This is an optimization exercise on Yosys and OpenROAD, whose aim is small area, a short achievable clock period and few clock cycles per item, not a production implementation. In this exercise RTL edits were held to simulation tests only and were not proved equivalent to the original.

==> flow/design.v <==
package sw_pkg;
    typedef logic [1:0] base_t;
    localparam int RIDX_W = $clog2(16);
    localparam int QIDX_W = $clog2(24);
    localparam int HW = $clog2(2 * 16 + 1);
endpackage
`timescale 1ns/1ps
module sw_sequencer (
    input  logic       clk,
    input  logic       reset,
    input  logic       i_valid,
    output logic       o_start,    
    output logic       o_load,     
    output logic [5:0] o_cnt,      
    output logic       o_busy,     
    output logic       o_last,     
    output logic       o_finish
);
    localparam int LAST = 24 + 16 - 3;
    logic       busy;
    logic [5:0] cnt;
    logic       fin;
    assign o_start = i_valid && !busy;
    assign o_load  = o_start || (busy && cnt < 6'(24 - 1));
    assign o_cnt   = cnt;
    assign o_last  = (cnt == 6'(LAST));
    assign o_busy  = busy;
    assign o_finish = fin;
    always_ff @(posedge clk or posedge reset) begin
        if (reset) begin
            busy <= 1'b0;
            cnt  <= '0;
            fin  <= 1'b0;
        end else begin
            fin <= busy && (cnt == 6'(LAST));
            if (o_start) begin
                busy <= 1'b1;
                cnt  <= '0;
            end else if (busy) begin
                cnt <= cnt + 1'b1;
                if (cnt == 6'(LAST)) begin
                    busy <= 1'b0;
                end
            end
        end
    end
endmodule
`timescale 1ns/1ps
module sw_pe #(
    parameter int J = 1
) (
    input  logic       clk,
    input  logic       i_diag,      
    input  logic       i_first,     
    input  logic       i_cell,      
    input  logic [1:0] i_query,     
    input  logic [1:0] i_ref_pin,   
    input  logic [5:0] i_h_left,    
    input  logic       i_eq_left,   
    input  logic [5:0] i_best,      
    input  logic [5:0] i_best_m2,   
    output logic [1:0] o_cand,      
    output logic       o_row1,      
    output logic [1:0] o_query,
    output logic [5:0] o_h,
    output logic       o_eq
);
    localparam int WH = $clog2(2 * J + 1);       
    localparam int WS = WH + 1;                  
    function automatic logic [1:0] cmp(input logic [WS-1:0] a, input logic [WS-1:0] b);
        logic g;
        logic p;
        g = 1'b0;
        p = 1'b1;
        for (int k = 0; k < WS; k++) begin
            g = (a[k] & ~b[k]) | ((a[k] | ~b[k]) & g);
            p = p & (a[k] | ~b[k]);
        end
        cmp = {g, g | p};
    endfunction
    function automatic logic [WS-1:0] gapv(input logic [WS-1:0] h, input logic e);
        logic c;
        gapv[0] = h[0] ^ e;
        c = h[0] & e;
        for (int k = 1; k < WS; k++) begin
            gapv[k] = ~(h[k] ^ c);
            c = h[k] | c;
        end
    endfunction
    logic [1:0]    ref_q;
    logic [1:0]    query_q;
    logic [WH-1:0] dg_q;
    logic [WH-1:0] h_q;
    logic          eq_i_q;
    logic          eq_d_q;
    logic [1:0]    cand_q;
    logic [1:0]    ref_b;
    logic [WH-1:0] hd;
    logic [WH-1:0] dg_nxt;
    logic [WH-1:0] dg_p2;
    logic [WH-1:0] dg_m1;
    logic [WS-1:0] ival;
    logic [WS-1:0] dval;
    logic [WS-1:0] ival_b;
    logic [WS-1:0] dval_b;
    logic [WS-1:0] dg_b;
    logic [1:0]    c_ig;
    logic [1:0]    c_dg;
    logic [1:0]    c_id;
    logic          eq_i;
    logic          eq_d;
    logic [WS-1:0] h_nxt;
    assign ref_b  = i_first ? i_ref_pin : ref_q;
    assign hd     = (J == 1) ? '0 : WH'(i_h_left);
    assign dg_p2  = hd + 2'd2;
    assign dg_m1  = (hd == '0) ? '0 : hd - 1'b1;
    assign dg_nxt = match ? dg_p2 : dg_m1;
    function automatic logic ge6(input logic [5:0] a, input logic [5:0] b);
        logic r;
        r = 1'b1;
        for (int k = 0; k < 6; k++) begin
            r = (a[k] & ~b[k]) | ((a[k] | ~b[k]) & r);
        end
        ge6 = r;
    endfunction
    logic       match;
    logic       match_q;        
    logic       cand_ok;
    logic       row1_q;
    logic       hd_ge;
    logic [3:0] d_oh;
    logic [3:0] g_oh;
    logic [1:0] cand;
    assign match   = (i_query == ref_b);
    assign match_q = (i_query == ref_q);
    assign cand_ok = (J == 16) ? (!i_first && match_q) : match;
    assign hd_ge = ge6(6'(hd), i_best_m2);           
    assign d_oh  = 4'b0001 << hd[1:0];
    assign g_oh  = 4'b0001 << (i_best[1:0] ^ 2'b10);  
    always_comb begin
        cand = 2'd0;
        if (J == 1 && i_first) begin
            cand = match ? 2'd3 : 2'd0;
        end else if (i_diag && cand_ok && hd_ge) begin
            if (|(d_oh & g_oh))                          cand = 2'd1;
            else if (|(d_oh & {g_oh[2:0], g_oh[3]}))     cand = 2'd2;
            else                                         cand = 2'd3;
        end
    end
    always_ff @(posedge clk) begin
        if (i_first) begin
            ref_q <= i_ref_pin;
        end
        query_q <= i_query;
        dg_q    <= dg_nxt;
        cand_q  <= cand;
        row1_q  <= i_diag && i_first && match;
    end
    assign ival   = gapv((J == 1) ? '0 : WS'(i_h_left), (J == 1) ? 1'b0 : i_eq_left);
    assign dval   = gapv(WS'(h_q), eq_d_q);
    assign ival_b = {~ival[WS-1], ival[WS-2:0]};
    assign dval_b = {~dval[WS-1], dval[WS-2:0]};
    assign dg_b   = {1'b1, dg_q};
    assign c_ig   = cmp(ival_b, dg_b);
    assign c_dg   = cmp(dval_b, dg_b);
    assign c_id   = cmp(ival_b, dval_b);
    assign eq_i   = c_ig[0] && c_id[0];
    assign eq_d   = c_dg[0] && !c_id[1];
    assign h_nxt  = (!c_ig[0] && !c_dg[0]) ? WS'(dg_q) : (eq_i ? ival : dval);
    always_ff @(posedge clk) begin
        h_q    <= i_cell ? WH'(h_nxt) : '0;
        eq_i_q <= eq_i;
        eq_d_q <= eq_d;
    end
    assign o_query = query_q;
    assign o_h     = 6'(h_q);
    assign o_eq    = eq_i_q;
    assign o_cand  = (J == 16) ? cand : cand_q;
    assign o_row1  = row1_q;
endmodule
`timescale 1ns/1ps
module sw_pe_array (
    input  logic                              clk,
    input  logic                              reset,
    input  logic                              i_start,
    input  logic                              i_load,
    input  logic [1:0]                        i_query_base,
    input  logic [1:0]                        i_ref_base,
    input  logic [5:0]                        i_best,
    input  logic [5:0]                        i_best_m2,
    output logic [16-1:0][1:0]       o_cand,
    output logic                              o_row1      
);
    logic [16-1:0]      row1_c;
    assign o_row1 = row1_c[16-1];
    logic [16-1:0]      cell_q;    
    logic [16-1:0][1:0] query_c;
    logic [16-1:0][5:0] h_c;
    logic [16-1:0]      eq_c;
    for (genvar j = 0; j < 16; j++) begin : g_cell
        logic       diag_act;
        logic       first;
        logic [1:0] query;
        logic [5:0] h_left;
        logic       eq_left;
        if (j == 0) begin : g_head
            assign diag_act = i_load;
            assign first    = i_start;
            assign query    = i_query_base;
            assign h_left   = '0;
            assign eq_left  = 1'b0;
        end else begin : g_body
            assign diag_act = cell_q[j-1];
            assign first    = cell_q[j-1] && !cell_q[j];
            assign query    = query_c[j-1];
            assign h_left   = h_c[j-1];
            assign eq_left  = eq_c[j-1];
        end
        always_ff @(posedge clk or posedge reset) begin
            if (reset) begin
                cell_q[j]  <= 1'b0;
            end else begin
                cell_q[j]  <= diag_act;
            end
        end
        sw_pe #(.J(j + 1)) u_pe (
            .clk        (clk),
            .i_diag     (diag_act),
            .i_first    (first),
            .i_cell     (cell_q[j]),
            .i_query    (query),
            .i_ref_pin  (i_ref_base),
            .i_h_left   (h_left),
            .i_eq_left  (eq_left),
            .i_best     (i_best),
            .i_best_m2  (i_best_m2),
            .o_cand     (o_cand[j]),
            .o_row1     (row1_c[j]),
            .o_query    (query_c[j]),
            .o_h        (h_c[j]),
            .o_eq       (eq_c[j])
        );
    end
endmodule
`timescale 1ns/1ps
module sw_max_tracker (
    input  logic                          clk,
    input  logic                          i_clear,   
    input  logic [5:0]                    i_cnt,
    input  logic                          i_last,    
    input  logic [16-1:0][1:0]   i_cand,
    input  logic                          i_row1,    
    output logic [5:0]                    o_best,    
    output logic [5:0]                    o_best_m2,
    output logic [5:0]                    o_max,
    output logic [4:0]                    o_pos_ref,
    output logic [4:0]                    o_pos_query
);
    localparam int N = 16;
    logic [5:0]   g_q;        
    logic [2:0]   step_q;     
    logic [4:0]   col_q;      
    logic [5:0]   diag_q;     
    logic [4:0]   row_q;      
    logic [N-1:0] c2;
    logic [N-1:0] c1;
    logic [N-1:0] c0;
    logic [N-1:0] below;      
    logic [N-1:0] c0b;
    logic         any2;
    logic         any1;
    logic         any0;
    logic [4:0]   enc2;
    logic [4:0]   enc1;
    logic [4:0]   enc0;
    logic [5:0]   cnt2;
    logic [5:0]   cnt3;
    logic [5:0]   g_p1;
    logic [5:0]   g_p2;
    logic         take;
    logic [5:0]   g_nxt;
    logic [4:0]   col_nxt;
    function automatic logic [4:0] lowest(input logic [N-1:0] v);
        lowest = '0;
        for (int k = N - 1; k >= 0; k--) begin
            if (v[k]) begin
                lowest = 5'(k + 1);
            end
        end
    endfunction
    for (genvar k = 0; k < N - 1; k++) begin : g_cls
        logic p2;
        logic p1;
        logic p0;
        assign p2 = i_cand[k] == 2'd3;
        assign p1 = i_cand[k] == 2'd2;
        assign p0 = i_cand[k] == 2'd1;
        assign c2[k] = p2 & step_q[0];
        assign c1[k] = (p2 & step_q[1]) | (p1 & step_q[0]);
        assign c0[k] = (p2 & step_q[2]) | (p1 & step_q[1]) | (p0 & step_q[0]);
        assign below[k] = (5'(k + 1) < col_q);
    end
    logic x2;
    logic x1;
    assign x2         = i_row1 && (g_q == 6'd0);
    assign x1         = i_row1 && (g_q == 6'd1);
    assign c2[N-1]    = (i_cand[N-1] == 2'd3) || x2;
    assign c1[N-1]    = (i_cand[N-1] == 2'd2) || x1;
    assign c0[N-1]    = 1'b0;
    assign below[N-1] = 1'b0;
    assign c0b     = c0 & below;
    assign any2    = |c2;
    assign any1    = |c1;
    assign any0    = |c0b;
    assign enc2    = lowest(c2);
    assign enc1    = lowest(c1);
    assign enc0    = lowest(c0b);
    assign cnt2    = i_cnt + 6'd2;
    assign cnt3    = i_cnt + 6'd3;
    assign g_p1    = g_q + 6'd1;
    assign g_p2    = g_q + 6'd2;
    assign take    = any2 || any1 || any0;
    assign g_nxt   = any2 ? g_p2 : (any1 ? g_p1 : g_q);
    assign col_nxt = any2 ? enc2 : (any1 ? enc1 : enc0);
    always_ff @(posedge clk) begin
        if (i_clear) begin
            g_q    <= '0;
            step_q <= 3'b001;
            col_q  <= 5'd1;
            diag_q <= 6'd2;
        end else begin
            step_q <= any2 ? 3'b100 : (any1 ? 3'b010 : 3'b001);
            if (take) begin
                g_q    <= g_nxt;
                col_q  <= col_nxt;
                if (col_nxt == 5'(N)) begin
                    diag_q <= (any2 ? x2 : x1) ? 6'(N + 1) : cnt3;
                end else begin
                    diag_q <= cnt2;
                end
            end
        end
        if (i_last && take) begin
            row_q <= 5'(24);
        end else begin
            row_q <= diag_q[4:0] - col_q;
        end
    end
    assign o_best      = g_q;
    assign o_best_m2   = (g_q > 6'd2) ? g_q - 6'd2 : 6'd0;
    assign o_max       = g_q;
    assign o_pos_ref   = col_q;
    assign o_pos_query = row_q;
endmodule
`timescale 1ns/1ps
module sw_top (
    input  logic                                clk,
    input  logic                                reset,
    input  logic                                i_valid,
    input  sw_pkg::base_t                       i_ref_base,
    input  sw_pkg::base_t                       i_query_base,
    output logic                                o_finish,
    output logic [8-1:0]              o_max,
    output logic [sw_pkg::RIDX_W:0]             o_pos_ref,
    output logic [sw_pkg::QIDX_W:0]             o_pos_query
);
    logic                        start;
    logic                        load;
    logic [5:0]                  cnt;
    logic                        last;
    logic                        busy;
    logic [5:0]                  best_m2;
    logic [16-1:0][1:0] cand;
    logic                        row1;
    logic [5:0]                  best_s;
    logic [5:0]                  best_g;
    logic [4:0]                  best_j;
    logic [4:0]                  best_i;
    sw_sequencer u_sequencer (
        .clk      (clk),
        .reset    (reset),
        .i_valid  (i_valid),
        .o_start  (start),
        .o_load   (load),
        .o_cnt    (cnt),
        .o_busy   (busy),
        .o_last   (last),
        .o_finish (o_finish)
    );
    sw_pe_array u_pe_array (
        .clk          (clk),
        .reset        (reset),
        .i_start      (start),
        .i_load       (load),
        .i_query_base (i_query_base),
        .i_ref_base   (i_ref_base),
        .i_best       (best_g),
        .i_best_m2    (best_m2),
        .o_cand       (cand),
        .o_row1       (row1)
    );
    sw_max_tracker u_max_tracker (
        .clk         (clk),
        .i_clear     (start),
        .i_cnt       (cnt),
        .i_last      (last),
        .i_cand      (cand),
        .i_row1      (row1),
        .o_best      (best_g),
        .o_best_m2   (best_m2),
        .o_max       (best_s),
        .o_pos_ref   (best_j),
        .o_pos_query (best_i)
    );
    assign o_max       = 8'(best_s);
    assign o_pos_ref   = best_j;
    assign o_pos_query = {1'b0, best_i};
endmodule
==> flow/run.sh <==
#!/bin/bash
# synth_recipe.tcl (not shown) runs the flow's synth.tcl, then flattens the netlist and writes it again
# the make line also repeats each setting of config.mk as NAME=value (left out here)
make -C /OpenROAD-flow-scripts/flow DESIGN_CONFIG=/design/flow/config.mk WORK_HOME=/design/flow/orfs CLKGATE_MAP_FILE= SYNTH_SCRIPT=/design/flow/synth_recipe.tcl finish
==> flow/config.mk <==
export PLATFORM = sky130hd
export DESIGN_NAME = sw_top
export DESIGN_NICKNAME = sw_top
export VERILOG_FILES = /design/flow/design.v
export SDC_FILE = /design/flow/constraint.sdc
export NUM_CORES = 4
export LEC_CHECK = 0
export ABC_AREA = 1
export CAP_MARGIN = 20
export CORE_MARGIN = 2
export CORE_UTILIZATION = 40
export CTS_CLUSTER_DIAMETER = 80
export CTS_CLUSTER_SIZE = 60
export SETUP_SLACK_MARGIN = 4.5
export SLEW_MARGIN = 20
export TNS_END_PERCENT = 100
==> flow/constraint.sdc <==
create_clock -name core_clock -period 7.5 [get_ports {clk}]
set_input_delay 1.5000 -clock core_clock [delete_from_list [all_inputs] [get_ports {clk}]]
set_output_delay 1.5000 -clock core_clock [all_outputs]
set_load 0.01 [all_outputs]
==> flow_metrics.tcl, run 1 <==
set metrics [dict create \
    worst_slew_pin_slew_ns 0.895 \
    drv_cap 0 \
    seq_area_um2 6130 \
    routed_wirelength_um 52400 \
    via_count 18436 \
    setup_viol 0 \
    final_cell_area_um2 22100 \
    finalCriticalPeriod_ns 2.95 \
    finalSetupTns_ns 0 \
    finalCritPeriodShare_pct 39.3 \
    die_w_um 227 \
    fill_cells 4865 \
    seq_area_frac_synth_pct 30.5 \
    clock_path_buffers 3 \
    final_cell_mix "587 x nand2_1, 455 x inv_1, 239 x dfxtp_1, 234 x o21ai_0, 209 x ha_1" \
    final_common_cell "nand2_1" \
    wl_met1_um 24900 \
    wl_met2_um 23700 \
    cts.htree.levels 1 \
    synthArstFlopShare_pct 8.11 \
    grt_pass1_wl_um 84500 \
    first_pass_iters 6 \
    wl_met3_um 2700 \
    core_um2 49000 \
    critical_path_class "input pin to flip-flop" \
    worstHoldPathType "flip-flop to flip-flop" \
    antenna_found_initial 0 \
    highest_layer "met4" \
    netlist_area_um2 19900 \
    portBuffers 23 \
    nets 3070 \
    syn_to_final_growth_pct 11.4 \
    grt_max_degree 32 \
    grt_overflow 0 \
    cts_buffers 20 \
    worstSkewPairLatency_ns 0.55 \
    place.gp.congestion 0.897 \
    yosys_warnings 19 \
    synth_ff_type "dfxtp_1" \
    ys_ff_latch 296 \
    path_clk_slew_ns 0.10 \
    io_pins 27 \
    synth_edf_count 0 \
    status "no timing/DRC/antenna violations" \
    syn_avg_cell_area_um2 7.04 \
    syn_inst 2821 \
    die_h_um 227 \
    critPathRequiredTime_ns 7.96 \
    start_kind "input pin" \
    slew_viol_final 0 \
    max-slew-margin-rel_pct 40.3 \
    cts_tree "built" \
    die_area_um2 51400 \
    cp.arrival_ns 3.41 \
    r2r_cells 17 \
    crit_path_end_kind "flip-flop" \
    hold_violations 0 \
    min_path_cells 0 \
    place_area_um2 20700 \
    antenna_left 0 \
    place_hpwl_um 37200 \
    n_antenna_cell 0 \
    drive_gt1_share_pct 7.23 \
    hold_buffers 0 \
    start_util_pct 40.6 \
    drt-initial-drc-count 1492 \
    synth_cell_type_count 58 \
    multi_input_area_um2 11900 \
    path_max_fanout 10 \
    cts_num_sinks 296 \
    grt_use_total_pct 20.0 \
    post_drt_wl_per_cell_um 14.9 \
    vias_per_cell 5.22 \
    grt_pass1_vias 17036 \
    route.detailed.drc 0 \
    rsz0062_at_grt "yes" \
    skew_ns 0.0268 \
    fmax_mhz 339 \
    row_count 81 \
    clock-root-buffer "clkbuf_16" \
]
metal layers:
layer  vias up  global-route usage, %
li1       9459                      -
met1      8468                   27.3
met2       439                   33.1
met3        70                   2.71
met4         0                   5.37
met5         -                      0
synthesized netlist by cell type, types with 15 or more instances:
library cell	number	share of area, %
o21ai_0	257	6.5
a21oi_1	103	2.6
ha_1	211	13
nor3_1	21	0.53
nand4_1	15	0.47
o22ai_1	99	3.1
inv_1	467	8.8
xor2_1	28	1.2
xnor2_1	53	2.3
nand3_1	151	3.8
a31oi_1	17	0.54
dfrtp_1	24	3.0
nand2_1	604	11
o21bai_1	19	0.72
o221ai_1	26	1.1
clkbuf_1	60	1.1
nor2_1	169	3.2
o211ai_1	82	3.1
dfxtp_1	272	27
metrics by stage:
stage	util, %	std cells	setup slack (ns)	hold slack, ns
after floorplan	-	2823	4.52	0.350
after global placement	42.3	3447	3.25	0.358
after detailed placement	42.3	3447	3.10	0.356
after CTS	44.4	3500	4.48	0.369
after global routing	45.2	3529	4.38	0.376
final	45.2	3529	4.55	0.370
layout make-up:
cell class,instances,share of cell area [%]
clock buffers,23,2.50
flip-flops and latches,296,27.7
well taps,664,3.76
repair buffers,74,2.98
clock inverters,13,0.939
repair inverters,1,0.0226
multi-input cells,1981,53.8
inverters,477,8.26
critical path, stage by stage:
cell and delay, ns:
clkdlybuf4s50_1 0.55, clkinvlp_4 0.14, buf_4 0.20, o21ai_0 0.28, xnor2_1 0.10, nand2_1 0.18
inv_1 0.10, nor2_1 0.13, inv_1 0.08, o22ai_1 0.15
kinds of logic after synthesis:
group,share of synthesized area [%]
AOI/OAI and AO/OA,20.4
xor gates and xnor gates,3.57
adders and majority gates,13.8
buffers and inverters,10.5
DFF,30.5
muxes,0.0567
other,0.0189
and+or+nand+nor,21.2
final timing paths:
| path | start | endpoint | slack, ns |
|---|---|---|---|
| setup / recovery | i_ref_base[1] | u_pe_array.g_cell[8].u_pe.dg_q[1]$_DFF_P_ | 4.55 |
| hold / removal | u_pe_array.g_cell[11].u_pe.query_q[0]$_DFF_P_ | u_pe_array.g_cell[12].u_pe.query_q[0]$_DFF_P_ | 0.37 |
| setup reg to reg | u_pe_array.g_cell[8].u_pe.h_q[1]$_SDFF_PN0_ | u_pe_array.g_cell[8].u_pe.h_q[4]$_SDFF_PN0_ | 4.63 |
| hold reg to reg | u_pe_array.g_cell[11].u_pe.query_q[0]$_DFF_P_ | u_pe_array.g_cell[12].u_pe.query_q[0]$_DFF_P_ | 0.37 |
| max in group asynchronous | reset | u_pe_array.cell_q[15]$_DFF_PP0_ | 5.82 |
| min in group asynchronous | reset | u_pe_array.cell_q[8]$_DFF_PP0_ | 1.36 |
registers in the layout, indices dropped and copies added (netlist names), 6 cells and up:
name and cells:
u_max_tracker.g_q 6, u_pe_array.cell_q 16, u_pe_array.g_cell.u_pe.cand_q 30, u_pe_array.g_cell.u_pe.dg_q 63, u_pe_array.g_cell.u_pe.eq_d_q 15, u_pe_array.g_cell.u_pe.eq_i_q 13, u_pe_array.g_cell.u_pe.h_q 64, u_pe_array.g_cell.u_pe.query_q 30
u_pe_array.g_cell.u_pe.ref_q 32, u_sequencer.cnt 6
what timing repair did:
action / 4_1_cts / 5_1_grt
gates cloned: 1 / 2
endpoints found under the setup margin: 109 / 130
pin swaps: 3 / 11
buffers inserted: 16 / 27
resized for setup: 57 / 83
Testbench counts, summed over its fixed seeds: cycles 12,480, runs 320.
==> run 2, diff against run 1 <==
--- a/flow/config.mk
+++ b/flow/config.mk
@@ -12,5 +12,5 @@
 export CTS_CLUSTER_DIAMETER = 80
 export CTS_CLUSTER_SIZE = 60
-export SETUP_SLACK_MARGIN = 4.5
+export SETUP_SLACK_MARGIN = 4.6
 export SLEW_MARGIN = 20
 export TNS_END_PERCENT = 100
==> run 2 against run 1 <==
  * Via count is 0.62% higher
  * Non-clock buffer count is 2 higher
  * Utilization is 0.47 points higher
  * Worst hold slack worse by 0.015 ns
  * Synthesized cell count stayed put
  * Highest routed layer unchanged
==> flow_metrics.tcl, run 2 <==
set metrics [dict create \
    cp.arrival_ns 1.36 \
    fin_ws_ns 4.64 \
    clock-root-buffer "clkbuf_16" \
    via_count 18550 \
    cts_tree "built" \
    max-slew-margin-rel_pct 43.4 \
    syn_inst 2821 \
    grt_pass1_wl_um 86800 \
    place_hpwl_um 38100 \
    ys_top_cells_by_area "dfxtp_1 27%, ha_1 13%, nand2_1 11%, inv_1 8.8%, o21ai_0 6.5%" \
    synth_cell_type_count 58 \
    path_clk_slew_ns 0.10 \
    cts.htree.levels 1 \
    synth-xor-area-share_pct 3.57 \
    die_h_um 227 \
    antenna_found_initial 0 \
    largest-register "u_pe_array.g_cell.u_pe.h_q" \
    antenna_left 0 \
    largest_register_ffs 64 \
    place.gp.congestion 0.897 \
    die_w_um 227 \
    grt_use_total_pct 20.6 \
    netlist_top_cells_count "604 x nand2_1, 467 x inv_1, 272 x dfxtp_1" \
    io_pins 27 \
    start_util_pct 40.6 \
    ys_ff_latch 296 \
    worst_slew_pin_slew_ns 0.849 \
    grt_overflow 0 \
    finalCritPeriodShare_pct 38.2 \
    first_pass_iters 5 \
    syn_to_final_growth_pct 12.5 \
    status "no timing/DRC/antenna violations" \
    path_max_fanout 5 \
    final_common_cell "nand2_1" \
    worstHoldPathType "flip-flop to flip-flop" \
    fill_cells 4842 \
    finalCriticalPeriod_ns 2.86 \
    grt_pass1_vias 17276 \
    cts_num_sinks 296 \
    n_antenna_cell 0 \
    setup_viol 0 \
    synth-simple-area-share_pct 21.2 \
    vias_per_cell 5.24 \
    postLayoutCoreUtil_pct 45.6 \
    grt_max_degree 32 \
    drt-initial-drc-count 1279 \
    netlist_area_um2 19900 \
    synth_edf_count 0 \
    finalSetupTns_ns 0 \
    crit_path_end_kind "output port" \
    cts_buffers 22 \
    die_area_um2 51400 \
    portBuffers 23 \
    synth_mux_area_share_pct 0.0567 \
    final_cell_mix "586 x nand2_1, 450 x inv_1, 238 x dfxtp_1, 234 x o21ai_0, 205 x ha_1" \
    synth_top_area_cell "dfxtp_1" \
    yosys_warnings 19 \
    synth_most_common_cell "nand2_1" \
    crit_chain "buf_4 > dlygate4sd2_1" \
    slew_viol_final 0 \
    synthArstFlopShare_pct 8.11 \
    slowest_stage "dfxtp_4" \
    start_kind "flip-flop" \
    synth_ff_type "dfxtp_1" \
    pre_cts_ws_ns 3.42 \
    route.detailed.drc 0 \
    worstSkewPairLatency_ns 0.56 \
    critical_path_class "flip-flop to output port" \
    hold_violations 0 \
    core_um2 49000 \
    hold_slack_ns 0.355 \
    nets 3076 \
    critPathRequiredTime_ns 6.00 \
    row_count 81 \
    slowest_delay_ns 0.38 \
    drv_cap 0 \
    synthAdderAreaFrac_pct 13.8 \
    drive_gt1_share_pct 8.18 \
    skew_ns 0.0187 \
    fmax_mhz 349 \
    syn_avg_cell_area_um2 7.04 \
    routed_wirelength_um 53500 \
    post_drt_wl_per_cell_um 15.1 \
    seq_area_frac_synth_pct 30.5 \
    reg_top3 "u_pe_array.g_cell.u_pe.h_q: 64 flops, u_pe_array.g_cell.u_pe.dg_q: 63 flops, u_pe_array.g_cell.u_pe.ref_q: 32 flops" \
    rsz0062_at_grt "yes" \
    synth_top_family_by_area "simple AND/OR/NAND/NOR gates" \
    synth_top_area_share_pct 27.4 \
    clock_path_buffers 3 \
    synth_compound_area_share_pct 20.4 \
    hold_buffers 0 \
]
[run 2: cell counts after synthesis]
No cell type changed its count.
[run 2: cell families (layout without fill, tap and decap cells)]
| logic type | Yosys count | count (layout) |
|---|---|---|
| adder cells (fa/ha/maj) | 220 | 220 |
| buffers and inverters | 548 | 594 |
| XOR/XNOR | 81 | 81 |
| flip-flops | 296 | 296 |
| multiplexers | 1 | 1 |
| other | 1 | 3 |
| AND/OR/NAND/NOR | 1005 | 1009 |
| AO/OA/AOI/OAI | 669 | 669 |
[run 2: final cells by class]
class | instances | area, um^2 | share of cell area (%)
clock inverters | 16 | 238 | 1.06
inverters | 477 | 1840 | 8.24
repair inverters | 1 | 5.00 | 0.0224
flip-flops and latches | 296 | 6150 | 27.5
clock buffers | 24 | 589 | 2.64
well taps | 664 | 831 | 3.72
multi-input cells | 1983 | 12000 | 53.8
repair buffers | 76 | 662 | 2.96
[run 2: worst paths after layout]
| check | start | endpoint | slack, ns | cells past startpoint |
|---|---|---|---|---|
| max | u_max_tracker.g_q[0]$_SDFFE_PP0P_ | o_max[0] | 4.64 | 2 |
| min | u_pe_array.g_cell[7].u_pe.query_q[1]$_DFF_P_ | u_pe_array.g_cell[8].u_pe.query_q[1]$_DFF_P_ | 0.35 | 0 |
| max reg2reg | u_max_tracker.g_q[0]$_SDFFE_PP0P_ | u_max_tracker.row_q[3]$_SDFF_PP1_ | 4.68 | 18 |
| min reg2reg | u_pe_array.g_cell[7].u_pe.query_q[1]$_DFF_P_ | u_pe_array.g_cell[8].u_pe.query_q[1]$_DFF_P_ | 0.35 | 0 |
| max in group asynchronous | reset | u_sequencer.fin$_DFF_PP0_ | 5.83 | 3 |
| min in group asynchronous | reset | u_pe_array.cell_q[5]$_DFF_PP0_ | 1.34 | 3 |
[run 2: repair_timing]
| item | 4_1_cts | 5_1_grt |
|---|---|---|
| buffers inserted | 19 | 26 |
| endpoints found under the hold margin | 0 | 0 |
| gates cloned | 1 | 4 |
| resized for setup | 89 | 96 |
| pin swaps | 4 | 14 |
| setup endpoints to repair | 150 | 130 |
[run 2: worst max-delay path: cells and delay by family, from the launching register on]
family | cells | cell delay, ns
buffers and inverters | 2 | 0.44
flip-flops | 1 | 0.38
[run 2: per-layer routing]
metal	track usage, %	wire, um	vias up	share of wire, %
li1	-	-	9493	-
met1	28.3	25500	8554	48
met2	34.4	24400	436	46
met3	2.27	2580	67	4.8
met4	4.94	1030	0	1.9
met5	0	0	-	0
[run 2: stage by stage]
step | std cells | area, um^2
after floorplan | 2823 | 19900
after global routing | 3537 | 22300
after global placement | 3447 | 20700
after detailed placement | 3447 | 20700
after CTS | 3507 | 21800
final | 3537 | 22300
==> run 3, diff against run 2 <==
--- a/flow/config.mk
+++ b/flow/config.mk
@@ -12,5 +12,5 @@
 export CTS_CLUSTER_DIAMETER = 80
 export CTS_CLUSTER_SIZE = 60
-export SETUP_SLACK_MARGIN = 4.6
+export SETUP_SLACK_MARGIN = 4.9
 export SLEW_MARGIN = 20
 export TNS_END_PERCENT = 100
==> run 3 against run 2 <==
  * Critical endpoint unchanged
  * Clock skew is 0.018 ns higher
  * Register-to-register slack better by 0.22 ns
  * Setup slack better by 0.19 ns
  * Worst hold slack better by 0.0040 ns
  * Sequential share of layout area is 2.0 points lower
  * Largest cell class unchanged
  * Sequential cell count stayed put
  * Die area stayed put
  * Synthesized area stayed put
  * Global-route usage is 0.098 points higher
==> flow_metrics.tcl, run 3 <==
set metrics [dict create \
    status "no timing/DRC/antenna violations" \
    cts_buffers 23 \
    seq_area_um2 6190 \
    multi_input_area_um2 13200 \
    seq_area_frac_synth_pct 30.5 \
    synth_edf_count 0 \
    worst_slew_pin_slew_ns 0.818 \
    place_hpwl_um 38400 \
    ys_ff_latch 296 \
    netlist_top_cells_count "604 x nand2_1, 467 x inv_1, 272 x dfxtp_1" \
    grt_max_degree 30 \
    start_util_pct 40.6 \
    n_antenna_cell 0 \
    finalCritPeriodShare_pct 35.7 \
    antenna_left 0 \
    grt_overflow 0 \
    pre_cts_ws_ns 3.72 \
    skew_ns 0.0362 \
    crit_path_end_kind "output port" \
    drive_gt1_share_pct 17.5 \
    finalCriticalPeriod_ns 2.68 \
    via_count 19316 \
    drt-initial-drc-count 1430 \
    start_kind "flip-flop" \
    cts_tree "built" \
    largest_register_ffs 64 \
    setup_viol 0 \
    synth_most_common_cell "nand2_1" \
    die_w_um 227 \
    postLayoutCoreUtil_pct 49.6 \
    route.detailed.drc 0 \
    r2r_cells 14 \
    hold_violations 0 \
    cts_num_sinks 296 \
    synthArstFlopShare_pct 8.11 \
    fmax_mhz 373 \
    clock_path_buffers 3 \
    ys_top_cells_by_area "dfxtp_1 27%, ha_1 13%, nand2_1 11%, inv_1 8.8%, o21ai_0 6.5%" \
    hold_buffers 0 \
    syn_inst 2821 \
    synth_top_area_share_pct 27.4 \
    core_um2 49000 \
    synth_top_area_cell "dfxtp_1" \
    fin_cells 3619 \
    grt_pass1_wl_um 87100 \
    critical_path_class "flip-flop to output port" \
    slew_viol_final 0 \
    min_path_cells 0 \
    synth_cell_type_count 58 \
    first_pass_iters 6 \
    clock-root-buffer "clkbuf_16" \
    place_area_um2 20700 \
    final_common_cell "nand2_1" \
    yosys_warnings 19 \
    worstHoldPathType "flip-flop to flip-flop" \
    place.gp.congestion 0.883 \
    hold_slack_ns 0.359 \
    portBuffers 23 \
    worstSkewPairLatency_ns 0.57 \
    fill_cells 4722 \
    rsz0062_at_grt "yes" \
    io_pins 27 \
    fin_ws_ns 4.82 \
    reg_top3 "u_pe_array.g_cell.u_pe.h_q: 64 flops, u_pe_array.g_cell.u_pe.dg_q: 63 flops, u_pe_array.g_cell.u_pe.ref_q: 32 flops" \
    numPlacedInstances 3447 \
    path_max_fanout 4 \
    final_cell_area_um2 24300 \
    final_cell_mix "553 x nand2_1, 422 x inv_1, 226 x dfxtp_1, 206 x o21ai_0, 165 x nor2_1" \
    critPathRequiredTime_ns 6.00 \
    grt_pass1_vias 17477 \
    cp.arrival_ns 1.18 \
    grt_use_total_pct 20.7 \
    netlist_area_um2 19900 \
    die_h_um 227 \
    post_drt_wl_per_cell_um 15.7 \
    drv_cap 0 \
    antenna_found_initial 1 \
    vias_per_cell 5.34 \
    row_count 81 \
    nets 3158 \
    die_area_um2 51400 \
    max-slew-margin-rel_pct 45.4 \
    routed_wirelength_um 56900 \
    largest-register "u_pe_array.g_cell.u_pe.h_q" \
    syn_avg_cell_area_um2 7.04 \
    path_clk_slew_ns 0.10 \
    cts.htree.levels 1 \
    synth_ff_type "dfxtp_1" \
    syn_to_final_growth_pct 22.3 \
    finalSetupTns_ns 0 \
]
-- run 3: cell types whose count changed in the layout (fill, tap and decap cells not counted), sizes merged --
cell           before  now
clkdlybuf4s50       4    3
buf                53  143
dlymetal6s2s        1    0
dlygate4sd2        18    1
clkbuf             24   27
inv               479  468
nand2             613  619
bufinv              0    3
clkinv              4   14
-- run 3: final cells by class --
cell class / count / area share (%)
multi-input cells: 1989 / 54.2
flip-flops and latches: 296 / 25.5
inverters: 477 / 7.93
repair buffers: 150 / 5.14
well taps: 664 / 3.42
clock buffers: 24 / 2.47
clock inverters: 17 / 1.31
repair inverters: 2 / 0.0567
-- run 3: critical path, stage by stage, from the launching register on --
cell,delay (ns)
dfxtp_4,0.38
buf_6,0.12
buf_6,0.11
-- run 3: layer usage --
metal | up-vias | wire [um] | share of wire [%] | GRT usage, %
met4 | 0 | 1200 | 2.1 | 4.99
met1 | 9018 | 25900 | 45 | 28.1
li1 | 9653 | - | - | -
met5 | - | 0 | 0 | 0
met2 | 561 | 26700 | 47 | 34.8
met3 | 84 | 3160 | 5.5 | 2.70
-- run 3: kinds of logic (layout without fill, tap and decap cells) --
logic type | after synthesis | count (layout) | share of synthesized area [%]
buffers and inverters | 548 | 670 | 10.5
adder cells (fa/ha/maj) | 220 | 220 | 13.8
XOR/XNOR | 81 | 81 | 3.57
flip-flops | 296 | 296 | 30.5
AND/OR/NAND/NOR | 1005 | 1015 | 21.2
multiplexers | 1 | 1 | 0.0567
AO/OA/AOI/OAI | 669 | 669 | 20.4
other | 1 | 3 | 0.0189
-- run 3: path summary, 6_finish.rpt --
check	from	to	slack, ns
setup / recovery	u_max_tracker.g_q[0]$_SDFFE_PP0P_	o_max[0]	4.82
hold / removal	u_pe_array.g_cell[7].u_pe.query_q[1]$_DFF_P_	u_pe_array.g_cell[8].u_pe.query_q[1]$_DFF_P_	0.36
setup reg to reg	u_max_tracker.g_q[2]$_SDFFE_PP0P_	u_max_tracker.row_q[3]$_SDFF_PP1_	4.90
hold reg to reg	u_pe_array.g_cell[7].u_pe.query_q[1]$_DFF_P_	u_pe_array.g_cell[8].u_pe.query_q[1]$_DFF_P_	0.36
max in group asynchronous	reset	u_sequencer.fin$_DFF_PP0_	5.77
min in group asynchronous	reset	u_pe_array.cell_q[9]$_DFF_PP0_	1.35
-- run 3: what timing repair did --
item	4_1_cts	5_1_grt
setup buffers	58	60
pin swaps	24	95
gates resized for setup	243	296
gates cloned	5	8
endpoints found under the setup margin	185	119
==> run 4, diff against run 3 <==
--- a/flow/config.mk
+++ b/flow/config.mk
@@ -12,5 +12,5 @@
 export CTS_CLUSTER_DIAMETER = 80
 export CTS_CLUSTER_SIZE = 60
-export SETUP_SLACK_MARGIN = 4.9
+export SETUP_SLACK_MARGIN = 4.75
 export SLEW_MARGIN = 20
 export TNS_END_PERCENT = 100
==> run 4 against run 3 <==
  * First-iteration DRC count fell by 4.5%
  * Wire length down 3.3%
  * Non-clock buffer count decreased by 4
  * Maximum frequency shrank 1.5%
  * Utilization shrank 2.0 points
  * Sequential cell count unchanged
  * Global-route usage decreased by 0.14 points
  * Still clean on timing, DRC and antenna
==> flow_metrics.tcl, run 4 <==
set metrics [dict create \
    status "no timing/DRC/antenna violations" \
    finalSetupTns_ns 0 \
    synthArstFlopShare_pct 8.11 \
    ys_top_cells_by_area "dfxtp_1 27%, ha_1 13%, nand2_1 11%, inv_1 8.8%, o21ai_0 6.5%" \
    crit_path_end_kind "flip-flop" \
    first_pass_iters 6 \
    place.gp.congestion 0.906 \
    cts_tree "built" \
    hold_buffers 0 \
    drt-initial-drc-count 1365 \
    critPathRequiredTime_ns 7.97 \
    synth_edf_count 0 \
    via_count 18957 \
    cp.arrival_ns 3.19 \
    netlist_top_cells_count "604 x nand2_1, 467 x inv_1, 272 x dfxtp_1" \
    setup_viol 0 \
    r2r_start "u_max_tracker.g_q[0]$_SDFFE_PP0P_" \
    route.detailed.drc 0 \
    syn_inst 2821 \
    pre_cts_ws_ns 3.63 \
    cts_num_sinks 296 \
    max-slew-margin-rel_pct 43.3 \
    hp-start "u_pe_array.g_cell[4].u_pe.query_q[1]$_DFF_P_" \
    die_h_um 227 \
    routed_wirelength_um 55100 \
    fin_ws_ns 4.78 \
    path_max_fanout 8 \
    clock-root-buffer "clkbuf_16" \
    synth_top_area_share_pct 27.4 \
    critical_path_class "flip-flop to flip-flop" \
    clock_path_buffers 3 \
    fill_cells 4760 \
    vias_per_cell 5.25 \
    hold_violations 0 \
    core_um2 49000 \
    min_path_cells 0 \
    io_pins 27 \
    grt_pass1_vias 17201 \
    syn_to_final_growth_pct 17.4 \
    cp-startpoint "u_max_tracker.g_q[0]$_SDFFE_PP0P_" \
    synth_cell_type_count 58 \
    final_common_cell "nand2_1" \
    largest-register "u_pe_array.g_cell.u_pe.h_q" \
    die_area_um2 51400 \
    grt_use_total_pct 20.6 \
    antenna_found_initial 1 \
    r2r_cells 19 \
    grt_overflow 0 \
    seq_area_um2 6180 \
    synth_ff_type "dfxtp_1" \
    start_util_pct 40.6 \
    finalCriticalPeriod_ns 2.72 \
    start_kind "flip-flop" \
    place_hpwl_um 37900 \
    largest_register_ffs 64 \
    worstHoldPathType "flip-flop to flip-flop" \
    yosys_warnings 19 \
    reg_top3 "u_pe_array.g_cell.u_pe.h_q: 64 flops, u_pe_array.g_cell.u_pe.dg_q: 63 flops, u_pe_array.g_cell.u_pe.ref_q: 32 flops" \
    grt_max_degree 30 \
    grt_pass1_wl_um 86600 \
    finalCritPeriodShare_pct 36.3 \
    multi_input_area_um2 12400 \
    drv_cap 0 \
    seq_area_frac_synth_pct 30.5 \
    worstSkewPairLatency_ns 0.58 \
    path_clk_slew_ns 0.10 \
    final_cell_mix "582 x nand2_1, 442 x inv_1, 232 x o21ai_0, 232 x dfxtp_1, 185 x ha_1" \
    synth_top_area_cell "dfxtp_1" \
    fmax_mhz 368 \
    cts.htree.levels 1 \
    synth_most_common_cell "nand2_1" \
    portBuffers 23 \
    slew_viol_final 0 \
    nets 3151 \
    ys_ff_latch 296 \
    post_drt_wl_per_cell_um 15.2 \
    worst_slew_pin_slew_ns 0.850 \
    cts_buffers 22 \
    rsz0062_at_grt "yes" \
    drive_gt1_share_pct 12.3 \
    antenna_left 0 \
    die_w_um 227 \
    netlist_area_um2 19900 \
    row_count 81 \
    syn_avg_cell_area_um2 7.04 \
    skew_ns 0.0296 \
]
-- run 4: what timing repair did --
item,CTS,global route
setup endpoints to repair,180,108
gates resized for setup,128,158
setup buffers,35,81
cloned,3,7
pin swaps,11,45
-- run 4: metrics by stage --
step / instances / hold WS (ns) / cell area, um^2 / util, %
2_1_floorplan: 2823 / 0.350 / 19900 / -
6_report: 3613 / 0.360 / 23300 / 47.6
3_3_place_gp: 3446 / 0.361 / 20700 / 42.3
4_1_cts: 3524 / 0.359 / 22000 / 45.0
5_1_grt: 3613 / 0.371 / 23300 / 47.6
3_5_place_dp: 3446 / 0.362 / 20700 / 42.3
-- run 4: layout make-up --
class | count | share of cell area (%)
Multi-Input combinational cell | 1986 | 53.1
Sequential cell | 296 | 26.5
Inverter | 477 | 8.00
Timing Repair Buffer | 146 | 5.20
Tap cell | 664 | 3.56
Clock buffer | 22 | 2.36
Clock inverter | 18 | 1.14
Timing Repair inverter | 3 | 0.0912
Antenna cell | 1 | 0.0107
-- run 4: per-layer routing --
metal	GRT usage, %	up-vias	share of wire [%]
met3	2.53	55	5.7
met1	28.4	8766	47
li1	-	9644	-
met2	34.3	492	46
met5	0	-	0
met4	4.20	0	1.6
-- run 4: kinds of logic (layout without fill, tap and decap cells) --
kind of cell / after synthesis / count (layout) / share of synthesized area [%]
buf+inv: 548 / 666 / 10.5
xor+xnor: 81 / 81 / 3.57
fa+ha+maj: 220 / 220 / 13.8
other cells: 1 / 4 / 0.0189
simple gates: 1005 / 1012 / 21.2
compound gates: 669 / 669 / 20.4
mux: 1 / 1 / 0.0567
flops: 296 / 296 / 30.5
-- run 4: worst max-delay path, cell delays in order (launching register included) --
cell and delay (ns):
dfxtp_4 0.42, clkinvlp_4 0.13, ha_4 0.20, o21ai_4 0.20, buf_6 0.15, nand2_8 0.09
inv_12 0.11, nand2_1 0.05, o21ai_1 0.09, inv_2 0.04, nand2_1 0.07, nand2_2 0.08
nand3_4 0.11, nand3_4 0.14, nor2_8 0.16, buf_6 0.14, nand2_8 0.07, nand2_4 0.08
inv_2 0.04, or2_1 0.19
-- run 4: final timing paths --
check	slack, ns	to
worst min register to register	0.36	u_pe_array.g_cell[5].u_pe.query_q[1]$_DFF_P_
min in group asynchronous	1.33	u_pe_array.cell_q[13]$_DFF_PP0_
worst min-delay path	0.36	u_pe_array.g_cell[5].u_pe.query_q[1]$_DFF_P_
max in group asynchronous	5.82	u_pe_array.cell_q[1]$_DFF_PP0_
worst max-delay path	4.78	u_max_tracker.row_q[3]$_SDFF_PP1_
worst max register to register	4.78	u_max_tracker.row_q[3]$_SDFF_PP1_
==> run 5, diff against run 4 <==
--- a/flow/config.mk
+++ b/flow/config.mk
@@ -12,5 +12,6 @@
 export CTS_CLUSTER_DIAMETER = 80
 export CTS_CLUSTER_SIZE = 60
-export SETUP_SLACK_MARGIN = 4.75
+export PLACE_DENSITY = 0.5
+export SETUP_SLACK_MARGIN = 4.6
 export SLEW_MARGIN = 20
 export TNS_END_PERCENT = 100
==> run 5 against run 4 <==
  * Non-clock buffer count down 60
  * Synthesized area unchanged
  * Clock skew down 0.0022 ns
  * First-iteration DRC count down 1.2%
  * Setup slack worse by 0.13 ns
  * Sequential cell count unchanged
  * Still clean
  * Cell area down 3.7%
  * Highest routed layer unchanged
  * Critical path depth down 18
  * Wire length about the same
  * Cell count down 1.8%
  * Worst hold slack better by 0.0050 ns
  * Clock-buffer cell count up 2
==> flow_metrics.tcl, run 5 <==
set metrics [dict create \
    antenna_found_initial 0 \
    synth_cell_type_count 58 \
    critical_path_class "flip-flop to output port" \
    fmax_mhz 350 \
    finalCriticalPeriod_ns 2.85 \
    io_pins 27 \
    hold_violations 0 \
    ys_top_cells_by_area "dfxtp_1 27%, ha_1 13%, nand2_1 11%, inv_1 8.8%, o21ai_0 6.5%" \
    clock_path_buffers 3 \
    die_area_um2 51400 \
    seq_area_frac_synth_pct 30.5 \
    synth_top_area_cell "dfxtp_1" \
    cts_tree "built" \
    die_w_um 227 \
    ys_ff_latch 296 \
    cts.htree.levels 1 \
    final_common_cell "nand2_1" \
    grt_use_total_pct 21.1 \
    grt_max_degree 30 \
    grt_pass1_wl_um 88400 \
    route.detailed.drc 0 \
    portBuffers 23 \
    cts_num_sinks 296 \
    routed_wirelength_um 55100 \
    synth_edf_count 0 \
    synth_top_area_share_pct 27.4 \
    slew_viol_final 0 \
    drive_gt1_share_pct 8.56 \
    cp.arrival_ns 1.35 \
    path_clk_slew_ns 0.09 \
    crit_path_end_kind "output port" \
    die_h_um 227 \
    synth_ff_type "dfxtp_1" \
    largest_register_ffs 64 \
    status "no timing/DRC/antenna violations" \
    worst_slew_pin_slew_ns 0.910 \
    hold_slack_ns 0.365 \
    place_hpwl_um 39400 \
    grt_overflow 0 \
    slowest_stage "dfxtp_1" \
    critPathRequiredTime_ns 6.00 \
    nets 3087 \
    crit_buf_inv 1 \
    grt_pass1_vias 16914 \
    finalCritPeriodShare_pct 38.0 \
    finalSetupTns_ns 0 \
    drt-initial-drc-count 1349 \
    synth_most_common_cell "nand2_1" \
    start_kind "flip-flop" \
    crit_family "flip-flops" \
    hold_buffers 0 \
    clock-root-buffer "clkbuf_16" \
    post_drt_wl_per_cell_um 15.5 \
    syn_avg_cell_area_um2 7.04 \
    skew_ns 0.0274 \
    path_max_fanout 7 \
    syn_to_final_growth_pct 13.0 \
    crit_chain "clkdlybuf4s15_2" \
    n_antenna_cell 0 \
    netlist_top_cells_count "604 x nand2_1, 467 x inv_1, 272 x dfxtp_1" \
    numPlacedInstances 3448 \
    start_util_pct 40.6 \
    synthArstFlopShare_pct 8.11 \
    final_cell_mix "586 x nand2_1, 448 x inv_1, 240 x dfxtp_1, 235 x o21ai_0, 204 x ha_1" \
    rsz0062_at_grt "yes" \
    vias_per_cell 5.19 \
    setup_viol 0 \
    reg_top3 "u_pe_array.g_cell.u_pe.h_q: 64 flops, u_pe_array.g_cell.u_pe.dg_q: 63 flops, u_pe_array.g_cell.u_pe.ref_q: 32 flops" \
    core_um2 49000 \
    max-slew-margin-rel_pct 39.2 \
    syn_inst 2821 \
    first_pass_iters 6 \
    largest-register "u_pe_array.g_cell.u_pe.h_q" \
    antenna_left 0 \
    via_count 18427 \
    place.gp.congestion 0.861 \
    worstHoldPathType "flip-flop to flip-flop" \
    slowest_delay_ns 0.49 \
    worstSkewPairLatency_ns 0.57 \
    fin_cells 3548 \
    row_count 81 \
    drv_cap 0 \
    yosys_warnings 19 \
    cts_buffers 23 \
    netlist_area_um2 19900 \
]
-- run 5: cell count changes in the layout (fill, tap and decap cells not counted), sizes merged --
cell           before  now
nand2             616  612
diode               1    0
dlymetal6s2s        1    2
buf               125   63
clkdlybuf4s15       6    2
bufinv              0    1
clkinvlp           17   12
inv               474  476
dlygate4sd2         9   16
-- run 5: area by class of cell --
type / count / area [um^2]
Tap cell: 664 / 831
Timing Repair inverter: 2 / 12.5
Timing Repair Buffer: 86 / 764
Multi-Input combinational cell: 1982 / 12000
Clock inverter: 17 / 270
Sequential cell: 296 / 6140
Clock buffer: 24 / 579
Inverter: 477 / 1840
Fill cell: 4962 / 26500
-- run 5: through the flow --
| step | util [%] | setup slack, ns | area [um^2] |
|---|---|---|---|
| after floorplan | - | 4.66 | 19900 |
| after global placement | 42.3 | 3.50 | 20700 |
| after detailed placement | 42.3 | 3.42 | 20700 |
| after CTS | 44.6 | 4.52 | 21800 |
| after global routing | 45.8 | 4.56 | 22400 |
| final | 45.8 | 4.65 | 22400 |
-- run 5: metal layers --
layer  track usage [%]  vias up  routed length [um]
met1              31.0     8474               27900
met2              33.4      404               24000
met3              2.31       59                2320
met4              4.07        0                 847
li1                  -     9490                   -
met5                 0        -                   0
-- run 5: what timing repair did --
item / in CTS / in global routing
gates resized for setup: 81 / 105
endpoints found under the setup margin: 161 / 130
pin swaps: 3 / 21
cloned: 1 / 4
buffers inserted: 15 / 39
-- run 5: path summary, 6_finish.rpt --
check / from / to / slack, ns / depth (start not counted)
max in group asynchronous: reset / u_pe_array.cell_q[11]$_DFF_PP0_ / 5.79 / 3
min: u_pe_array.g_cell[11].u_pe.query_q[0]$_DFF_P_ / u_pe_array.g_cell[12].u_pe.query_q[0]$_DFF_P_ / 0.36 / 0
max: u_max_tracker.col_q[3]$_SDFFE_PP0P_ / o_pos_ref[3] / 4.65 / 1
max reg2reg: u_max_tracker.g_q[0]$_SDFFE_PP0P_ / u_max_tracker.row_q[3]$_SDFF_PP1_ / 4.75 / 18
min in group asynchronous: reset / u_pe_array.cell_q[4]$_DFF_PP0_ / 1.33 / 3
min reg2reg: u_pe_array.g_cell[11].u_pe.query_q[0]$_DFF_P_ / u_pe_array.g_cell[12].u_pe.query_q[0]$_DFF_P_ / 0.36 / 0
-- run 5: cells by family after synthesis --
logic type | Yosys count | synth area share, %
mux | 1 | 0.0567
fa+ha+maj | 220 | 13.8
buf+inv | 548 | 10.5
simple gates | 1005 | 21.2
compound gates | 669 | 20.4
other cells | 1 | 0.0189
flops | 296 | 30.5
xor+xnor | 81 | 3.57
==> run 6, diff against run 5 <==
--- a/flow/config.mk
+++ b/flow/config.mk
@@ -6,11 +6,9 @@
 export NUM_CORES = 4
 export LEC_CHECK = 0
-export ABC_AREA = 1
 export CAP_MARGIN = 20
 export CORE_MARGIN = 2
 export CORE_UTILIZATION = 40
-export CTS_CLUSTER_DIAMETER = 80
-export CTS_CLUSTER_SIZE = 60
-export PLACE_DENSITY = 0.5
+export CTS_CLUSTER_DIAMETER = 60
+export CTS_CLUSTER_SIZE = 40
 export SETUP_SLACK_MARGIN = 4.6
 export SLEW_MARGIN = 20
==> run 6 against run 5 <==
  * Synthesized cell count is 22% lower
  * Synthesized area is 1.4% lower
  * Largest cell class unchanged
  * Critical endpoint is now u_max_tracker.g_q[4]$_SDFFE_PP0P_
==> flow_metrics.tcl, run 6 <==
set metrics [dict create \
    post_drt_wl_per_cell_um 18.6 \
    synth_top_family_by_area "compound AO/OA/AOI/OAI gates" \
    drv_cap 0 \
    cts_num_sinks 296 \
    numPlacedInstances 2799 \
    cts_buffers 29 \
    r2r_start "u_max_tracker.g_q[1]$_SDFFE_PP0P_" \
    grt_use_total_pct 21.1 \
    row_count 81 \
    syn_avg_cell_area_um2 8.86 \
    synthAdderAreaFrac_pct 18.0 \
    start_util_pct 40.2 \
    status "no timing/DRC/antenna violations" \
    antenna_found_initial 0 \
    final_cell_mix "227 x dfxtp_1, 177 x ha_1, 166 x nor2_1, 162 x inv_1, 159 x nand2_1" \
    final_cell_area_um2 23800 \
    netlist_top_cells_count "272 x dfxtp_1, 211 x ha_1, 187 x nor2_1" \
    r2r_slack_ns 4.52 \
    synth_compound_area_share_pct 19.5 \
    min_path_cells 0 \
    worstSkewPairLatency_ns 0.60 \
    drt-initial-drc-count 1087 \
    fin_cells 2974 \
    rsz0062_at_grt "yes" \
    clock_path_buffers 3 \
    reg_top3 "u_pe_array.g_cell.u_pe.h_q: 64 flops, u_pe_array.g_cell.u_pe.dg_q: 63 flops, u_pe_array.g_cell.u_pe.ref_q: 32 flops" \
    seq_area_frac_synth_pct 30.9 \
    synth_ff_type "dfxtp_1" \
    r2r_cells 13 \
    grt_max_degree 32 \
    die_w_um 225 \
    finalSetupTns_ns 0 \
    place_area_um2 20600 \
    die_h_um 225 \
    cts_tree "built" \
    cp.arrival_ns 3.46 \
    worst_slew_pin_slew_ns 0.958 \
    drive_gt1_share_pct 22.8 \
    grt_pass1_wl_um 87300 \
    place_hpwl_um 37400 \
    place.gp.congestion 0.912 \
    skew_ns 0.0274 \
    clock-root-buffer "clkbuf_16" \
    yosys_warnings 19 \
    die_area_um2 50700 \
    critical_path_class "flip-flop to flip-flop" \
    min_to "u_pe_array.g_cell[1].u_pe.query_q[0]$_DFF_P_" \
    synth_edf_count 0 \
    core_um2 48600 \
    max-slew-margin-rel_pct 36.1 \
    synth-simple-area-share_pct 15.0 \
    hp-start "u_pe_array.g_cell[0].u_pe.query_q[0]$_DFF_P_" \
    via_count 16938 \
    crit_path_end_kind "flip-flop" \
    routed_wirelength_um 55300 \
    r2r-end "u_max_tracker.g_q[4]$_SDFFE_PP0P_" \
    synthArstFlopShare_pct 8.11 \
    antenna_left 0 \
    grt_pass1_vias 16481 \
    start_kind "flip-flop" \
    ys_ff_latch 296 \
    final_common_cell "dfxtp_1" \
    synth_top_area_share_pct 27.8 \
    synth_top_area_cell "dfxtp_1" \
    first_pass_iters 6 \
    largest_register_ffs 64 \
    cts.htree.levels 1 \
    worstHoldPathType "flip-flop to flip-flop" \
    nets 2548 \
    seq_area_um2 6190 \
    largest-register "u_pe_array.g_cell.u_pe.h_q" \
    multi_input_area_um2 13700 \
    vias_per_cell 5.70 \
    setup_viol 0 \
    n_antenna_cell 0 \
    synth_most_common_cell "dfxtp_1" \
    syn_to_final_growth_pct 21.5 \
    syn_inst 2209 \
    slew_viol_final 0 \
    finalCriticalPeriod_ns 2.98 \
    critPathRequiredTime_ns 7.99 \
    synth_mux_area_share_pct 8.95 \
    path_clk_slew_ns 0.08 \
    netlist_area_um2 19600 \
    path_max_fanout 5 \
    io_pins 27 \
    synth_cell_type_count 98 \
    grt_overflow 0 \
    fill_cells 4488 \
    hold_violations 0 \
    synth-xor-area-share_pct 2.55 \
    finalCritPeriodShare_pct 39.7 \
    route.detailed.drc 0 \
    portBuffers 23 \
    fmax_mhz 336 \
    ys_top_cells_by_area "dfxtp_1 28%, ha_1 13%, maj3_1 4.4%, mux2i_1 4.3%, nor2_1 3.6%" \
]
## run 6: repair_timing
item	4_1_cts	5_1_grt
setup buffers	80	37
resized for setup	219	148
pin swaps	47	63
cloned	3	1
endpoints found under the setup margin	189	97
endpoints found under the hold margin	0	0
hold buffers	0	0
## run 6: logic make-up after synthesis
family          after synthesis
simple gates                601
mux                         152
other cells                   1
compound gates              551
buf+inv                     252
fa+ha+maj                   299
flops                       296
xor+xnor                     57
## run 6: cell type report
| cell class | count | area share (%) |
|---|---|---|
| well taps | 622 | 3.27 |
| flip-flops and latches | 296 | 26.0 |
| clock buffers | 30 | 3.07 |
| clock inverters | 24 | 1.25 |
| repair buffers | 154 | 5.86 |
| multi-input cells | 1663 | 57.5 |
| inverters | 185 | 3.07 |
## run 6: metal layers
metal | vias up | share of wire [%] | wire (um) | global-route usage [%]
li1 | 8222 | - | - | -
met1 | 8160 | 45 | 24800 | 28.3
met2 | 457 | 46 | 25600 | 34.8
met4 | 0 | 3.3 | 1830 | 7.39
met5 | - | 0 | 0 | 0
met3 | 99 | 5.5 | 3060 | 2.93
## run 6: worst max-delay path, stage by stage, from the launching register on
cell,delay (ns)
dfxtp_4,0.41
inv_6,0.06
ha_4,0.17
buf_12,0.11
mux4_2,0.50
nor4_4,0.15
and4_4,0.27
o211ai_4,0.12
buf_12,0.18
o21ai_4,0.26
mux2_4,0.33
nand4_1,0.09
xor2_1,0.16
nor2_1,0.06
## run 6: how the worst max path moves through the flow
stage	startpoint	end	slack [ns]	cells past startpoint
2_1_floorplan	u_pe_array.g_cell[13].u_pe.h_q[0]$_SDFF_PN0_	u_pe_array.g_cell[14].u_pe.h_q[3]$_SDFF_PN0_	4.60	11
3_3_place_gp	i_ref_base[1]	u_pe_array.g_cell[12].u_pe.dg_q[3]$_DFF_P_	3.39	7
3_5_place_dp	i_ref_base[1]	u_pe_array.g_cell[9].u_pe.dg_q[3]$_DFF_P_	3.29	7
4_1_cts	u_max_tracker.g_q[1]$_SDFFE_PP0P_	u_max_tracker.diag_q[3]$_SDFFE_PP0P_	4.57	12
5_1_grt	u_max_tracker.g_q[1]$_SDFFE_PP0P_	u_max_tracker.diag_q[4]$_SDFFE_PP0P_	4.42	14
6_report	u_max_tracker.g_q[1]$_SDFFE_PP0P_	u_max_tracker.g_q[4]$_SDFFE_PP0P_	4.52	13
## run 6: metrics by stage
stage / hold slack, ns / util (%) / setup slack (ns)
6_report: 0.366 / 48.9 / 4.52
5_1_grt: 0.377 / 48.9 / 4.42
4_1_cts: 0.368 / 47.1 / 4.57
3_5_place_dp: 0.359 / 42.3 / 3.29
3_3_place_gp: 0.353 / 42.3 / 3.39
2_1_floorplan: 0.349 / - / 4.60
==> run 7, diff against run 6 <==
--- a/flow/config.mk
+++ b/flow/config.mk
@@ -6,9 +6,10 @@
 export NUM_CORES = 4
 export LEC_CHECK = 0
+export ABC_AREA = 1
 export CAP_MARGIN = 20
 export CORE_MARGIN = 2
 export CORE_UTILIZATION = 40
 export CTS_CLUSTER_DIAMETER = 60
-export CTS_CLUSTER_SIZE = 40
+export CTS_CLUSTER_SIZE = 60
 export SETUP_SLACK_MARGIN = 4.6
 export SLEW_MARGIN = 20
==> run 7 against run 6 <==
  * Highest routed layer unchanged
  * Sequential share of layout area is 1.2 points higher
  * Critical path depth shrank 4
  * Clock skew shrank 0.013 ns
  * Die area grew 1.4%
  * Utilization decreased by 2.8 points
  * Global-route usage down 0.44 points
  * Cell area decreased by 5.1%
  * Still clean on timing, DRC and antenna
  * Cell count rose by 19%
==> flow_metrics.tcl, run 7 <==
set metrics [dict create \
    worstSkewPairLatency_ns 0.59 \
    yosys_warnings 19 \
    start_util_pct 40.6 \
    io_pins 27 \
    post_drt_wl_per_cell_um 15.3 \
    antenna_left 0 \
    largest-register "u_pe_array.g_cell.u_pe.h_q" \
    clock_path_buffers 3 \
    grt_use_total_pct 20.7 \
    fill_cells 4803 \
    final_cell_mix "582 x nand2_1, 450 x inv_1, 238 x dfxtp_1, 228 x o21ai_0, 207 x ha_1" \
    antenna_found_initial 0 \
    drv_cap 0 \
    place_area_um2 20700 \
    netlist_area_um2 19900 \
    fmax_mhz 350 \
    setup_viol 0 \
    row_count 81 \
    drt-initial-drc-count 1481 \
    seq_area_frac_synth_pct 30.5 \
    synth_most_common_cell "nand2_1" \
    place.gp.congestion 0.897 \
    seq_area_um2 6140 \
    drive_gt1_share_pct 8.59 \
    critPathRequiredTime_ns 8.04 \
    via_count 18563 \
    worstHoldPathType "flip-flop to flip-flop" \
    hp-start "u_pe_array.g_cell[7].u_pe.query_q[1]$_DFF_P_" \
    synthArstFlopShare_pct 8.11 \
    core_um2 49000 \
    cts_buffers 30 \
    r2r_start "u_max_tracker.g_q[0]$_SDFFE_PP0P_" \
    cts_tree "built" \
    critical_path_class "input pin to flip-flop" \
    place_hpwl_um 38100 \
    ys_ff_latch 296 \
    cp.arrival_ns 3.40 \
    rsz0062_at_grt "yes" \
    hold_buffers 0 \
    synth_top_area_share_pct 27.4 \
    die_h_um 227 \
    synth_cell_type_count 58 \
    syn_inst 2821 \
    die_area_um2 51400 \
    final_common_cell "nand2_1" \
    ys_top_cells_by_area "dfxtp_1 27%, ha_1 13%, nand2_1 11%, inv_1 8.8%, o21ai_0 6.5%" \
    syn_to_final_growth_pct 13.7 \
    synth_edf_count 0 \
    cp-startpoint "i_ref_base[1]" \
    skew_ns 0.0142 \
    finalCritPeriodShare_pct 38.1 \
    vias_per_cell 5.23 \
    cts_num_sinks 296 \
    cts.htree.levels 1 \
    r2r_slack_ns 4.72 \
    die_w_um 227 \
    start_kind "input pin" \
    grt_pass1_vias 17365 \
    n_antenna_cell 0 \
    netlist_top_cells_count "604 x nand2_1, 467 x inv_1, 272 x dfxtp_1" \
    status "no timing/DRC/antenna violations" \
    routed_wirelength_um 54200 \
    grt_max_degree 32 \
    grt_overflow 0 \
    finalSetupTns_ns 0 \
    final_cell_area_um2 22600 \
    finalCriticalPeriod_ns 2.86 \
    first_pass_iters 5 \
    multi_input_area_um2 12000 \
    path_max_fanout 9 \
    synth_top_area_cell "dfxtp_1" \
    syn_avg_cell_area_um2 7.04 \
    clock-root-buffer "clkbuf_16" \
    postLayoutCoreUtil_pct 46.1 \
    numPlacedInstances 3447 \
    nets 3082 \
    largest_register_ffs 64 \
    portBuffers 23 \
    crit_path_end_kind "flip-flop" \
    max-slew-margin-rel_pct 41.1 \
    fin_cells 3551 \
    reg_top3 "u_pe_array.g_cell.u_pe.h_q: 64 flops, u_pe_array.g_cell.u_pe.dg_q: 63 flops, u_pe_array.g_cell.u_pe.ref_q: 32 flops" \
    worst_slew_pin_slew_ns 0.882 \
    hold_violations 0 \
    slew_viol_final 0 \
    synth_ff_type "dfxtp_1" \
    grt_pass1_wl_um 87200 \
    route.detailed.drc 0 \
    path_clk_slew_ns 0.09 \
]
==> run 7: changes by cell type after synthesis, sizes merged, moves of 74 or more <==
cell	change
nand2	+444
inv	+292
o21ai	+145
nand3	+135
mux2i	-85
maj3	-79
nor2b	-79
o211ai	+74
==> run 7: per-stage QoR <==
stage	worst slack, ns	hold slack, ns
floorplan	4.66	0.350
global placement	3.53	0.361
detailed placement	3.42	0.356
CTS	4.56	0.367
global route	4.53	0.373
finish	4.64	0.369
==> run 7: per-layer routing <==
layer	GRT usage [%]	vias up	part of all wire, %
met1	28.2	8594	48
met3	2.53	66	4.8
li1	-	9503	-
met2	34.4	400	46
met4	5.43	0	2.0
met5	0	-	0
==> run 7: path summary, 6_finish.rpt <==
check	to	cells after the start
setup / recovery	u_pe_array.g_cell[5].u_pe.cand_q[0]$_SDFF_PN0_	9
hold / removal	u_pe_array.g_cell[8].u_pe.query_q[1]$_DFF_P_	0
setup reg to reg	u_max_tracker.row_q[3]$_SDFF_PP1_	18
hold reg to reg	u_pe_array.g_cell[8].u_pe.query_q[1]$_DFF_P_	0
max in group asynchronous	u_pe_array.cell_q[14]$_DFF_PP0_	3
min in group asynchronous	u_pe_array.cell_q[7]$_DFF_PP0_	3
==> run 7: cell type report <==
type	instances	share of cell area (%)
flip-flops and latches	296	27.2
repair buffers	75	2.99
clock inverters	25	1.55
well taps	664	3.68
clock buffers	31	3.44
inverters	477	8.13
repair inverters	1	0.0222
multi-input cells	1982	53.0
==> run 7: cells by family (layout without fill, tap and decap cells) <==
family,after synthesis,count (layout),share of synthesized area (%)
other cells,1,3,0.0189
flops,296,296,30.5
mux,1,1,0.0567
buf+inv,548,609,10.5
compound gates,669,669,20.4
simple gates,1005,1008,21.2
xor+xnor,81,81,3.57
fa+ha+maj,220,220,13.8
==> run 7: repair_timing <==
item | in CTS | in global routing
pin swaps | 5 | 15
endpoints found under the hold margin | 0 | 0
setup buffers | 21 | 22
endpoints found under the setup margin | 135 | 130
cloned | 1 | 4
resized for setup | 91 | 91
==> run 7: worst max-delay path: stages <==
cell	delay, ns
clkdlybuf4s50_1	0.56
clkinvlp_4	0.11
buf_4	0.19
o21ai_0	0.29
xnor2_1	0.18
nand2_2	0.15
nor3_1	0.16
o211ai_1	0.13
nor2_1	0.11

==> afterwards: timing with drivers on the ports <==
No port has a modelled driver above. Below, the same layouts with a new extraction and two added sets of constraints. Step 1 sets driving cells, clkbuf_16 on the clock port and buf_2 on the other inputs (assumed; they add their load-dependent delay and slew). Step 2 times the ports against the registers' clock, not the clock port: input delays grow and output delays shrink by t, the midpoint of the rising clock arrivals with the driver on. Three values: ideal, step 1, step 2; two values: the first two.
| run | t (ns) | setup slack, ns | worst hold slack (ns) | worst setup path at the end |
|---|---|---|---|---|
| run 1 | 0.591 | 4.553 / 4.507 / 3.953 | 0.370 / 0.370 / 0.370 | input to register |
| run 2 | 0.601 | 4.635 / 4.581 / 4.123 | 0.355 / 0.355 / 0.355 | input to register |
| run 3 | 0.605 | 4.821 / 4.763 / 4.390 | 0.359 / 0.359 / 0.359 | input to register |
| run 4 | 0.615 | 4.780 / 4.730 / 4.162 | 0.360 / 0.360 / 0.360 | input to register |
| run 5 | 0.607 | 4.647 / 4.591 / 4.149 | 0.365 / 0.365 / 0.365 | input to register |
| run 6 | 0.641 | 4.525 / 4.525 / 4.061 | 0.366 / 0.366 / 0.366 | input to register |
| run 7 | 0.641 | 4.639 / 4.589 / 3.997 | 0.369 / 0.369 / 0.369 | input to register |
After both steps every run listed still meets setup and hold. The setup slack of run 7, which loses most, moves by -0.050 ns with the drivers and by -0.642 ns with both steps.
